Source: an optimization exercise on an open RTL-to-GDS flow (aim: small area and a short achievable clock period). Production flows keep margins and buffers that such runs may drop. Only simulation tests tie the RTL to the original design; equivalence was not proved. Power figures rest on the tool's default switching activity, not on a simulated workload.

## flow/standard.sh

```bash
#!/bin/bash
# synth_recipe.tcl (not shown) runs the flow's synth.tcl, then flattens the netlist and writes it again
# the make line also repeats each setting of config.mk as NAME=value (left out here)
make -C /OpenROAD-flow-scripts/flow DESIGN_CONFIG=/design/flow/config.mk WORK_HOME=/design/flow/orfs CLKGATE_MAP_FILE= SYNTH_SCRIPT=/design/flow/synth_recipe.tcl "${@:-finish}"
```

## flow/config.mk

```make
export PLATFORM = sky130hd
export DESIGN_NAME = sorted_priority_queue_unit
export DESIGN_NICKNAME = sorted_priority_queue_unit
export VERILOG_FILES = /design/flow/design.v
export SDC_FILE = /design/flow/constraint.sdc
export NUM_CORES = 4
export LEC_CHECK = 0
export CAP_MARGIN = 20
export CORE_MARGIN = 2
export CORE_UTILIZATION = 40
export CTS_BUF_LIST = sky130_fd_sc_hd__clkbuf_16
export CTS_CLUSTER_DIAMETER = 60
export CTS_CLUSTER_SIZE = 24
export PLACE_DENSITY = 0.75
export SETUP_SLACK_MARGIN = 1.9
export SLEW_MARGIN = 20
export SYNTH_HIERARCHICAL = 1
export SYNTH_MINIMUM_KEEP_SIZE = 0
```

## flow/design.v

```verilog
`default_nettype none
package spq_pkg;
  localparam logic FUNC_ENQ = 1'b0;
  localparam logic FUNC_DEQ = 1'b1;
  localparam logic [1:0] STATUS_OK        = 2'd0;
  localparam logic [1:0] STATUS_DEQ_EMPTY = 2'd1;
  localparam logic [1:0] STATUS_ENQ_FULL  = 2'd2;
  localparam int unsigned PRIO_W  = 16;
  localparam int unsigned TAG_W   = 16;
  localparam int unsigned FILL_W  = 5;
  typedef struct packed {
    logic enq;
    logic deq;
  } spq_ctrl_t;
endpackage
`default_nettype wire
`default_nettype none
module spq_cmp16
(
  input  wire logic [15:0] a_n_i,
  input  wire logic [15:0] b_i,
  output logic             lt_n_o    
);
  logic [15:0] lt0_n, gt0;
  logic [7:0]  lt1, gt1_n;
  logic [3:0]  lt2_n, gt2;
  logic [1:0]  lt3, gt3_n;
  logic        lt4_n, gt4;
  for (genvar k = 0; k < 16; k++) begin : g_l0
    spq_cmp_leaf u_leaf (.a_n_i(a_n_i[k]), .b_i(b_i[k]), .lt_n_o(lt0_n[k]), .gt_o(gt0[k]));
  end
  for (genvar k = 0; k < 8; k++) begin : g_l1
    spq_cmp_pos u_node (.lt_n_hi_i(lt0_n[2*k+1]), .gt_hi_i(gt0[2*k+1]),
                        .lt_n_lo_i(lt0_n[2*k]),   .gt_lo_i(gt0[2*k]),
                        .lt_o(lt1[k]), .gt_n_o(gt1_n[k]));
  end
  for (genvar k = 0; k < 4; k++) begin : g_l2
    spq_cmp_neg u_node (.lt_hi_i(lt1[2*k+1]), .gt_n_hi_i(gt1_n[2*k+1]),
                        .lt_lo_i(lt1[2*k]),   .gt_n_lo_i(gt1_n[2*k]),
                        .lt_n_o(lt2_n[k]), .gt_o(gt2[k]));
  end
  for (genvar k = 0; k < 2; k++) begin : g_l3
    spq_cmp_pos u_node (.lt_n_hi_i(lt2_n[2*k+1]), .gt_hi_i(gt2[2*k+1]),
                        .lt_n_lo_i(lt2_n[2*k]),   .gt_lo_i(gt2[2*k]),
                        .lt_o(lt3[k]), .gt_n_o(gt3_n[k]));
  end
  spq_cmp_neg u_root (.lt_hi_i(lt3[1]), .gt_n_hi_i(gt3_n[1]),
                      .lt_lo_i(lt3[0]), .gt_n_lo_i(gt3_n[0]),
                      .lt_n_o(lt4_n), .gt_o(gt4));
  assign lt_n_o = lt4_n;
endmodule
module spq_cmp_leaf
(
  input  wire logic a_n_i,
  input  wire logic b_i,
  output logic      lt_n_o,
  output logic      gt_o
);
  assign lt_n_o = !(a_n_i && b_i);
  assign gt_o   = !(a_n_i || b_i);
endmodule
module spq_cmp_pos
(
  input  wire logic lt_n_hi_i,
  input  wire logic gt_hi_i,
  input  wire logic lt_n_lo_i,
  input  wire logic gt_lo_i,
  output logic      lt_o,
  output logic      gt_n_o
);
  assign lt_o   = !(lt_n_hi_i && (gt_hi_i || lt_n_lo_i));
  assign gt_n_o = !(gt_hi_i || (lt_n_hi_i && gt_lo_i));
endmodule
module spq_cmp_neg
(
  input  wire logic lt_hi_i,
  input  wire logic gt_n_hi_i,
  input  wire logic lt_lo_i,
  input  wire logic gt_n_lo_i,
  output logic      lt_n_o,
  output logic      gt_o
);
  assign lt_n_o = !(lt_hi_i || (gt_n_hi_i && lt_lo_i));
  assign gt_o   = !(gt_n_hi_i && (lt_hi_i || gt_n_lo_i));
endmodule
`default_nettype wire
`default_nettype none
module sorted_priority_queue_unit
#(
  parameter int unsigned DEPTH = 16
) (
  input  wire logic              clk_i,
  input  wire logic              rst_ni,
  input  wire logic              req_valid_i,
  output logic                   req_stall_o,
  input  wire logic              func_i,
  input  wire logic [spq_pkg::PRIO_W-1:0] priority_req_i,
  input  wire logic [spq_pkg::TAG_W-1:0]  item_tag_i,
  output logic                   rsp_valid_o,
  input  wire logic              rsp_stall_i,
  output logic                   out_valid_o,
  output logic [spq_pkg::PRIO_W-1:0]      out_priority_o,
  output logic [spq_pkg::TAG_W-1:0]       out_tag_o,
  output logic [1:0]             status_o,
  output logic [spq_pkg::FILL_W-1:0]      fill_count_o,
  output logic                   is_empty_o
);
  localparam int unsigned CNT_W = $clog2(DEPTH + 1);
  logic [CNT_W-1:0] count_q, count_d;
  logic             empty_q;    
  logic             accept, full, empty, enq, deq, enq_ok, deq_ok;
  logic                       pend_enq_q, pend_deq_q, apply_deq;
  logic [spq_pkg::PRIO_W-1:0] pend_prio_q;
  logic [spq_pkg::TAG_W-1:0]  pend_tag_q;
  logic [DEPTH-1:0] occ_q, occ_d;
  logic [spq_pkg::PRIO_W-1:0] cell_prio_n [DEPTH];    
  logic [spq_pkg::TAG_W-1:0]  cell_tag  [DEPTH];
  logic [DEPTH+1:0]  ins_x;     
  logic [DEPTH+1:0]  ge_req_x;  
  logic [1:0]        pend_ge_req;  
  logic                   rsp_valid_q;
  logic                   res_valid_q;
  logic [1:0]             res_status_q, res_status_d;
  logic [spq_pkg::FILL_W-1:0]      res_fill_q;
  logic                   res_empty_q;
  logic [spq_pkg::PRIO_W-1:0]      res_prio_q;
  logic [spq_pkg::TAG_W-1:0]       res_tag_q;
  logic [spq_pkg::PRIO_W-1:0]      cell_prio_n_d [DEPTH];    
  logic [spq_pkg::TAG_W-1:0]       cell_tag_d    [DEPTH];
  assign req_stall_o = rsp_valid_q && rsp_stall_i;
  assign accept      = req_valid_i && !req_stall_o;
  assign enq         = accept && (func_i == spq_pkg::FUNC_ENQ);
  assign deq         = accept && (func_i == spq_pkg::FUNC_DEQ);
  assign full        = count_q[CNT_W-1];
  assign empty       = empty_q;
  assign enq_ok      = enq && !full;
  assign deq_ok      = deq && !empty;
  assign apply_deq   = pend_deq_q;
  assign ins_x[0]          = 1'b0;
  assign ins_x[DEPTH+1]    = 1'b1;
  assign ge_req_x[0]       = 1'b1;
  assign ge_req_x[DEPTH+1] = 1'b1;
  for (genvar c = 0; c < 2; c++) begin : g_pend_cmp
    spq_cmp16 u_pend_cmp (
      .a_n_i  (~pend_prio_q),
      .b_i    (priority_req_i),
      .lt_n_o (pend_ge_req[c])
    );
  end
  for (genvar i = 0; i < DEPTH; i++) begin : g_cell
    logic [spq_pkg::PRIO_W-1:0] left_prio_n, right_prio_n;
    logic [spq_pkg::TAG_W-1:0]  left_tag, right_tag;
    logic ins_l, ins_c, lt_c;
    assign ins_x[i+1] = !occ_q[i] || lt_c;
    assign ins_l = ins_x[i];
    assign ins_c = ins_x[i+1];
    if (i == 0) begin : g_head
      assign left_prio_n = '1;
      assign left_tag  = '0;
    end else begin : g_body
      assign left_prio_n = cell_prio_n[i-1];
      assign left_tag  = cell_tag[i-1];
    end
    if (i == DEPTH - 1) begin : g_tail
      assign right_prio_n = '1;
      assign right_tag  = '0;
    end else begin : g_inner
      assign right_prio_n = cell_prio_n[i+1];
      assign right_tag  = cell_tag[i+1];
    end
    logic                       sel_keep, sel_left, sel_right, sel_new;
    logic [spq_pkg::PRIO_W-1:0] prio_n_q;
    logic [spq_pkg::TAG_W-1:0]  tag_q;
    logic                       lt_q;
    assign sel_keep  = !(pend_enq_q && ins_c) && !apply_deq;
    assign sel_left  = pend_enq_q && ins_l;
    assign sel_right = apply_deq;
    assign sel_new   = pend_enq_q && ins_c && !ins_l;
    assign cell_prio_n_d[i] = ({spq_pkg::PRIO_W{sel_keep}}  & prio_n_q)
                            | ({spq_pkg::PRIO_W{sel_left}}  & left_prio_n)
                            | ({spq_pkg::PRIO_W{sel_right}} & right_prio_n)
                            | ({spq_pkg::PRIO_W{sel_new}}   & ~pend_prio_q);
    assign cell_tag_d[i]    = ({spq_pkg::TAG_W{sel_keep}}   & tag_q)
                            | ({spq_pkg::TAG_W{sel_left}}   & left_tag)
                            | ({spq_pkg::TAG_W{sel_right}}  & right_tag)
                            | ({spq_pkg::TAG_W{sel_new}}    & pend_tag_q);
    spq_cmp16 u_cmp (
      .a_n_i (prio_n_q),
      .b_i   (priority_req_i),
      .lt_n_o (ge_req_x[i+1])
    );
    always_ff @(posedge clk_i) begin
      prio_n_q <= cell_prio_n_d[i];
      tag_q    <= cell_tag_d[i];
      lt_q     <= (sel_keep  & !ge_req_x[i+1])
                | (sel_left  & !ge_req_x[i])
                | (sel_right & !ge_req_x[i+2])
                | (sel_new   & !pend_ge_req[i / (DEPTH / 2)]);
    end
    assign lt_c           = lt_q;
    assign cell_prio_n[i] = prio_n_q;
    assign cell_tag[i]    = tag_q;
  end
  always_comb begin
    occ_d = occ_q;
    if (pend_enq_q) begin
      occ_d = {occ_q[DEPTH-2:0], 1'b1};
    end else if (apply_deq) begin
      occ_d = {1'b0, occ_q[DEPTH-1:1]};
    end
  end
  always_ff @(posedge clk_i or negedge rst_ni) begin
    if (!rst_ni) begin
      occ_q      <= '0;
      pend_enq_q <= 1'b0;
      pend_deq_q <= 1'b0;
    end else begin
      occ_q      <= occ_d;
      pend_enq_q <= enq_ok;
      pend_deq_q <= deq_ok;
    end
  end
  always_ff @(posedge clk_i) begin
    pend_prio_q <= priority_req_i;
    pend_tag_q  <= item_tag_i;
  end
  logic [CNT_W-1:0] count_inc, count_dec;
  logic             empty_d;
  assign count_inc = count_q + 1'b1;
  assign count_dec = count_q - 1'b1;
  always_comb begin
    count_d = count_q;
    empty_d = empty;
    if (enq_ok) begin
      count_d = count_inc;
      empty_d = 1'b0;
    end else if (deq_ok) begin
      count_d = count_dec;
      empty_d = (count_q == CNT_W'(1));
    end
  end
  always_ff @(posedge clk_i or negedge rst_ni) begin
    if (!rst_ni) begin
      count_q <= '0;
      empty_q <= 1'b1;
    end else begin
      count_q <= count_d;
      empty_q <= empty_d;
    end
  end
  always_comb begin
    res_status_d = spq_pkg::STATUS_OK;
    if (enq && full) begin
      res_status_d = spq_pkg::STATUS_ENQ_FULL;
    end else if (deq && empty) begin
      res_status_d = spq_pkg::STATUS_DEQ_EMPTY;
    end
  end
  always_ff @(posedge clk_i or negedge rst_ni) begin
    if (!rst_ni) begin
      rsp_valid_q <= 1'b0;
    end else if (accept) begin
      rsp_valid_q <= 1'b1;
    end else if (!rsp_stall_i) begin
      rsp_valid_q <= 1'b0;
    end
  end
  always_ff @(posedge clk_i) begin
    if (accept) begin
      res_valid_q  <= deq_ok;
      res_prio_q   <= deq_ok ? ~cell_prio_n_d[0] : '0;
      res_tag_q    <= deq_ok ? cell_tag_d[0] : '0;
      res_status_q <= res_status_d;
      res_fill_q   <= count_d;
      res_empty_q  <= empty_d;
    end
  end
  assign rsp_valid_o    = rsp_valid_q;
  assign out_valid_o    = res_valid_q;
  assign out_priority_o = res_prio_q;
  assign out_tag_o      = res_tag_q;
  assign status_o       = res_status_q;
  assign fill_count_o   = res_fill_q;
  assign is_empty_o     = res_empty_q;
endmodule
`default_nettype wire
```

## flow/constraint.sdc

```tcl
create_clock -name core_clock -period 3.6 [get_ports {clk_i}]
set_input_delay 0.7200 -clock core_clock [delete_from_list [all_inputs] [get_ports {clk_i}]]
set_output_delay 0.7200 -clock core_clock [all_outputs]
set_load 0.01 [all_outputs]
```

## flow/flow/run.sh

```bash
#!/bin/bash
# Own layout flow: the standard flow (standard.sh, all steps from the
# standard synthesis to the final layout), with one change: the port buffers
# that placement inserts on every input and output are plain buffers
# (sky130_fd_sc_hd__buf_4) rather than the delay cells buffer_ports picks by
# default, so that timing repair can size them like any other buffer.
# The whole output of the flow is kept in standard.log; ORFS keeps each
# tool's log under orfs/logs/.
set -euo pipefail
export BUFFER_PORTS_ARGS="-buffer_cell sky130_fd_sc_hd__buf_4"
bash standard.sh > standard.log 2>&1
```

==> flow_summary.json <==
{
  "total_power_w": 0.0275,
  "peakVddDrop_v": 0.000579,
  "finalSetupViolCount": 0,
  "portBuffers": 79,
  "io_pins": 80,
  "skew_ns": 0.0548,
  "fmax_mhz": 498,
  "grt_pass1_wl_um": 158000,
  "hp-start": "item_tag_i[7]",
  "period_share_pct": 55.8,
  "cpMaxStageDelayCell": "dfxtp_1",
  "outcome": "no timing/DRC/antenna violations",
  "critPathCaptureType": "flop",
  "clockBufferDepth": 3,
  "postSynthCellCount": 3501,
  "wl_per_cell_um": 24.5,
  "path_class": "flop to flop",
  "cts_tree": "yes",
  "grt_max_degree": 75,
  "required_ns": 4.00,
  "final_common_cell": "dfxtp_1",
  "grt_overflow": 0,
  "rsz0062_at_grt": "yes",
  "initial_utilization_pct": 40.5,
  "finalCriticalPeriod_ns": 2.01,
  "layout-drive-gt1-share_pct": 32.4,
  "row_count": 101,
  "via_per_inst": 6.68,
  "remaining_drc_errors": 0,
  "clk_latency_ns": 0.65,
  "cpLargestDelayFamily": "compound AO/OA/AOI/OAI gates",
  "vias": 31200,
  "ant_nets": 0,
  "cts_sinks": 626,
  "cp_max_fo": 7,
  "cp_cell_sequence": "nand2b_4 -> a21oi_4 -> buf_6 -> buf_6 -> buf_16 -> a221o_1 -> and2_1",
  "first_pass_iters": 7,
  "hp-class": "input pin to flop",
  "drv_cap": 0,
  "nets": 3645,
  "crit_path_start": "g_cell[0].lt_q$_DFF_P_",
  "clkSlewWorstSetupHoldPaths_ns": 0.11,
  "syn_avg_cell_area_um2": 8.84,
  "fin_setup_tns_ns": 0,
  "htree_levels": 2,
  "coreArea_um2": 76300,
  "gp_congestion": 0.849,
  "crit_buf_inv": 3,
  "die_area_um2": 79600,
  "crit_top_cell": "buf_6",
  "layout_common_cells": "524 x dfxtp_1, 511 x nand2_1, 267 x a221o_1",
  "p_leak_nw": 13.7,
  "antenna_found_initial": 1,
  "synthesis.nets": 3541,
  "slowest_delay_ns": 0.45,
  "critPathArrivalTime_ns": 2.41,
  "worst_pin_slew_ns": 0.822,
  "start_kind": "flop",
  "dp_hpwl_um": 60800,
  "die_x_um": 282,
  "area_growth_pct": 27.0,
  "cts_buffers": 42,
  "power_density_nw_per_um2": 701,
  "hold_viol_final": 0,
  "first_global_vias": 27800,
  "fillers": 6434,
  "gr-usage-all-layers_pct": 24.4,
  "reg2reg_from": "g_cell[0].lt_q$_DFF_P_",
  "yosysWarnings": 11,
  "die_y_um": 282,
  "relSlewSlack_pct": 45.1,
  "drtIter0Drc": 4359,
  "drt-total-wl_um": 114000,
  "report.final.slew_viol_count": 0,
  "netlist_area_um2": 30900,
  "cts_root_buf": "clkbuf_16"
}
==> flip-flops by register name, summed over array words and instances (netlist names) <==
name             cells
count_q              5
empty_q              1
g_cell.lt_q         16
g_cell.prio_n_q    256
g_cell.tag_q       256
occ_q               16
pend_deq_q           1
pend_enq_q           1
pend_prio_q         16
pend_tag_q          16
res_empty_q          1
res_fill_q           5
res_prio_q          16
res_status_q         2
res_tag_q           16
res_valid_q          1
rsp_valid_q          1
==> where the power goes <==
part,internal [W],leakage (nW),switching [W]
sequential,0.00929,5.33,0.00299
clock,0.00246,0.730,0.00297
combinational,0.00444,7.65,0.00540
==> final timing paths <==
kind | to | slack (ns) | depth (start not counted)
max in group asynchronous | occ_q[14]$_DFFE_PN0P_ | 2.70 | 2
max reg2reg | res_tag_q[5]$_SDFFCE_PN0P_ | 1.59 | 7
min reg2reg | g_cell[15].tag_q[5]$_DFF_P_ | 0.46 | 2
min | pend_tag_q[7]$_DFF_P_ | 0.17 | 1
max | res_tag_q[5]$_SDFFCE_PN0P_ | 1.59 | 7
min in group asynchronous | occ_q[1]$_DFFE_PN0P_ | 0.55 | 2
==> stage by stage <==
stage	setup WS (ns)	instance area (um^2)	instances	hold slack, ns	util (%)
after detailed placement	1.01	32300	4390	0.446	42.4
after global routing	1.57	39300	4668	0.164	51.5
after global placement	1.09	32300	4390	0.450	42.4
final	1.59	39300	4669	0.173	51.5
after CTS	1.61	36100	4574	0.173	47.3
after floorplan	1.80	31400	3501	0.424	-
==> layout make-up <==
cell class | count | area (um^2) | share of cell area, %
timing repair buffer | 314 | 4440 | 11.3
tap | 1030 | 1290 | 3.28
timing repair inverter | 2 | 23.8 | 0.0605
multi-input combinational | 2581 | 18700 | 47.7
clock inverter | 35 | 423 | 1.08
sequential | 626 | 13100 | 33.4
antenna | 1 | 2.50 | 0.00637
clock buffer | 42 | 1050 | 2.68
inverter | 38 | 191 | 0.487
==> per-layer routing <==
metal	vias to the layer above	part of all wire, %	GRT usage [%]
met5	-	0	0
met4	0	3.8	7.26
met3	404	12	3.32
met2	2185	45	39.4
met1	15100	39	33.8
li1	13500	-	-
==> repair_timing <==
action	4_1_cts	5_1_grt
setup buffers	56	46
hold buffers	1	0
gates cloned	50	48
hold endpoints to repair	6	0
endpoints found under the setup margin	612	572
gates resized for setup	275	538
pin swaps	126	456

[afterwards: timing with drivers on the ports]
How much do the figures lean on ideal ports? The routed layout below was timed once more, with nothing changed but the port constraints.
Step 1 sets driving cells, clkbuf_16 on the clock port and buf_2 on the other inputs (assumed; they add their load-dependent delay and slew).
Step 2 moves the port delays by t, midway between the first and last clock arrival at a register: inputs arrive t later, outputs are due t later. That takes back most of the time a late clock gives input paths.
a / b / c = ideal ports / drivers / drivers and shift; a / b = the first two.
t, ns: 0.688
setup WS [ns]: 1.591 / 1.539 / 1.180
worst hold slack (ns): 0.173 / 0.137 / 0.455
cell pins on the clock port's net: 1
After both steps this run still meets setup and hold. The setup slack of this run moves by -0.052 ns with the drivers and by -0.411 ns with both steps.
